This design comes from an exercise in tuning for small area on the open sky130 flow, not from production work. Function was checked by simulation only, so behaviour that the tests miss may differ from the original. Power figures rest on the tool's default switching activity, not on a simulated workload. The flow treats the clock pin as an ideal source, which a real chip does not have.

Setup of lane 1:
==> flow/design.v (excerpt) <==
module rpc_chan_pipe #(
    parameter int unsigned NumChan    = 5,
    parameter int unsigned DataWidth  = 128,
    parameter int unsigned Depth      = 2,
    parameter int unsigned WdogCycles = 1024,
    localparam int unsigned OccW      = (Depth < 1) ? 1 : $clog2(Depth + 1)
) (
    input  logic                         clk_i,
    input  logic                         rst_i,
    input  logic                         flush_i,
    input  logic [NumChan-1:0]           in_valid_i,
    output logic [NumChan-1:0]           in_ready_o,
    input  logic [NumChan*DataWidth-1:0] in_data_i,
    output logic [NumChan-1:0]           out_valid_o,
    input  logic [NumChan-1:0]           out_ready_i,
    output logic [NumChan*DataWidth-1:0] out_data_o,
    output logic [NumChan*OccW-1:0]      occ_o,
    input  logic                         wdog_clr_i,
    output logic [NumChan-1:0]           wdog_o
);
==> flow/config.mk <==
export PLATFORM = sky130hd
export DESIGN_NAME = rpc_chan_pipe
export DESIGN_NICKNAME = rpc_chan_pipe
export VERILOG_FILES = /design/flow/design.v
export SDC_FILE = /design/flow/constraint.sdc
export NUM_CORES = 4
export LEC_CHECK = 0
export ABC_AREA = 1
export CAP_MARGIN = 20
export CORE_AREA = 5 5 335 335
export DIE_AREA = 0 0 340 340
export SLEW_MARGIN = 20
==> flow/constraint.sdc <==
create_clock -name core_clock -period 5.0 [get_ports {clk_i}]
set_input_delay 1.0000 -clock core_clock [delete_from_list [all_inputs] [get_ports {clk_i}]]
set_output_delay 1.0000 -clock core_clock [all_outputs]
set_load 0.01 [all_outputs]
standard.sh (not shown) runs the stock make flow with config.mk's settings and CLKGATE_MAP_FILE= SYNTH_SCRIPT=/design/flow/synth_recipe.tcl, a recipe that flattens the netlist after the stock synthesis.
==> flow/flow/run.sh <==
#!/bin/bash
# Standard layout with three changes:
#  1. after the standard synthesis, the combinational cells are re-mapped by ABC with an
#     area-oriented mapper (flow/remap.ys, flow/remap.abc); registers are left untouched;
#  2. ports are buffered with the smallest plain buffer (sky130_fd_sc_hd__buf_1);
#  3. clock tree synthesis uses larger sink clusters and inserts no dummy loads.
# Each tool's full output goes to a log file of its own in the work folder.
set -euo pipefail
W=$PWD
R=$W/orfs/results/$FLOW_PLATFORM/rpc_chan_pipe/base
YOSYS=$(command -v yosys || echo "$FLOW_HOME/../tools/install/yosys/bin/yosys")
LIB=$FLOW_HOME/platforms/$FLOW_PLATFORM/lib/sky130_fd_sc_hd__tt_025C_1v80.lib

bash standard.sh synth > flow_synth.log 2>&1

cp "$R/1_2_yosys.v" "$W/flow_std_1_2_yosys.v"
sed -e "s#@LIB@#$LIB#g" -e "s#@IN@#$W/flow_std_1_2_yosys.v#" -e "s#@TOP@#$FLOW_TOP#" \
    -e "s#@ABC@#$W/flow/remap.abc#" -e "s#@OUT@#$W/flow_remap.v#" flow/remap.ys > flow_remap.ys
"$YOSYS" -l flow_remap.log -q -s flow_remap.ys > /dev/null
cp "$W/flow_remap.v" "$R/1_2_yosys.v"
touch "$R/1_2_yosys.v"

bash standard.sh \
  "PLACE_PINS_ARGS=-min_distance 1 -min_distance_in_tracks" \
  "BUFFER_PORTS_ARGS=-buffer_cell sky130_fd_sc_hd__buf_1" \
  "CTS_ARGS=-sink_clustering_enable -repair_clock_nets -dont_use_dummy_load -sink_clustering_size 32 -sink_clustering_max_diameter 100 -buf_list sky130_fd_sc_hd__clkbuf_16" \
  finish > flow_make.log 2>&1
==> flow/flow/remap.abc <==
strash
&get -n
&nf -p -a
&put
==> flow/flow/remap.ys <==
# Re-map the combinational cells of the standard synthesis netlist with an area-oriented ABC
# mapper. Flip-flops (and the tie cell) are kept as black boxes, so every register keeps its
# instance name and cell type.
read_liberty -ignore_miss_func @LIB@
blackbox sky130_fd_sc_hd__df* sky130_fd_sc_hd__edf* sky130_fd_sc_hd__sdf* sky130_fd_sc_hd__dl* sky130_fd_sc_hd__conb_1
read_verilog -noautowire @IN@
hierarchy -top @TOP@
flatten
opt_clean -purge
abc -script @ABC@ -liberty @LIB@ -dont_use sky130_fd_sc_hd__probe* -dont_use sky130_fd_sc_hd__lpflow*
opt_clean -purge
stat -liberty @LIB@
write_verilog -noattr -nohex -nodec @OUT@
In summary, lane 1 completed successfully, with a layout that passed the timing, design-rule and antenna checks.
The following lists how lane 2 was set up differently from lane 1:
# lane 1
export LEC_CHECK = 0
export ABC_AREA = 1
export CAP_MARGIN = 20
export CORE_AREA = 5 5 335 335
export DIE_AREA = 0 0 340 340
export SLEW_MARGIN = 20
create_clock -name core_clock -period 5.0 [get_ports {clk_i}]
# lane 2
export LEC_CHECK = 0
export ABC_AREA = 1
export CAP_MARGIN = 20
export CORE_AREA = 5 5 275 275
export DIE_AREA = 0 0 280 280
export SLEW_MARGIN = 20
create_clock -name core_clock -period 5.0 [get_ports {clk_i}]
--- outcome ---
Lane 2 did not stop at any stage, and its layout met the timing, design-rule and antenna checks. Comparing lane 2 and lane 1, the higher multi-input logic portion of the cell area was measured on lane 2. Lane 1 -> lane 2: final area decreased slightly. The combinational-cell power consumption on lane 2 is in line with that on lane 1. Cmp lane 2 and lane 1 / routed wire length / lower: lane 1. When lane 2 is measured against lane 1, its register fraction of the total cell area turns out 0.89 points higher. Measured against each other, lane 2 and lane 1 differ in routed length on met1, the lower figure coming from lane 1. Comparing lane 1 against lane 2, there is no change at all in maximum clock path buffer count. Compared with lane 1, lane 2 shows via count of the routed design that has gone up slightly. Of lane 2 and lane 1, the run reporting the higher global-route usage was lane 2. Lane 1 has higher critical path depth than lane 2.
Edits applied to the flow inputs when going from lane 2 to lane 3:
# lane 2
export LEC_CHECK = 0
export ABC_AREA = 1
export CAP_MARGIN = 20
export CORE_AREA = 5 5 275 275
export DIE_AREA = 0 0 280 280
export SLEW_MARGIN = 20
create_clock -name core_clock -period 5.0 [get_ports {clk_i}]
# lane 3
export LEC_CHECK = 0
export ABC_AREA = 1
export CAP_MARGIN = 20
export CORE_AREA = 5 5 445 445
export DIE_AREA = 0 0 450 450
export SLEW_MARGIN = 20
create_clock -name core_clock -period 5.0 [get_ports {clk_i}]
diff --git a/flow/flow/run.sh b/flow/flow/run.sh
--- a/flow/flow/run.sh
+++ b/flow/flow/run.sh
@@ -24 +23,0 @@
-  "PLACE_PINS_ARGS=-min_distance 1 -min_distance_in_tracks" \
@@ -26 +25 @@
-  "CTS_ARGS=-sink_clustering_enable -repair_clock_nets -dont_use_dummy_load -sink_clustering_size 32 -sink_clustering_max_diameter 100 -buf_list sky130_fd_sc_hd__clkbuf_16" \
+  "CTS_ARGS=-sink_clustering_enable -repair_clock_nets -dont_use_dummy_load -sink_clustering_size 24 -sink_clustering_max_diameter 100 -buf_list {sky130_fd_sc_hd__clkbuf_8 sky130_fd_sc_hd__clkbuf_16}" \
### Flow results
- Delta (lane 3 minus lane 2): routed wirelength normalized by instance count has decreased, worst hold margin has increased.
- Lane 2 → lane 3: clock group share of total power went up 4.9 points, net switching power of the design went up about 14%, count of non-filler cells in the finished layout went up 1543, total number of vias held.
- Delta (lane 3 minus lane 2): count of inserted antenna diode cells down 51; maximum frequency from static timing analysis shows a reduction of about 4%; final net count rose by 0.64%.
- Against lane 2, lane 3 reports a global-route usage that is lower.

## static timing again, ports no longer ideal
How much do the figures lean on ideal ports? The routed layouts below were timed once more, with nothing changed but the port constraints. Step 1 (the two cells are an assumption about what drives the block):
set clk [get_ports {clk_i}]
set_driving_cell -lib_cell sky130_fd_sc_hd__clkbuf_16 $clk
set_driving_cell -lib_cell sky130_fd_sc_hd__buf_2 [delete_from_list [all_inputs] $clk]
Step 2 also shifts input and output timing later by t, the mid clock arrival at the registers, as if the neighbouring blocks saw the same clock. a / b / c = no drivers / after step 1 / after step 2; a / b = the first two.
run | shift t [ns] | setup slack, ns | worst setup path at the end | cell pins on the clock port's net
lane 1 | 0.706 | 1.525 / 1.457 / 2.032 | input to register | 1
lane 2 | 0.666 | 1.786 / 1.722 / 2.132 | input to register | 1
lane 3 | 0.752 | 1.643 / 1.553 / 1.941 | input to output | 1
After both steps setup and hold are still met in every run listed.
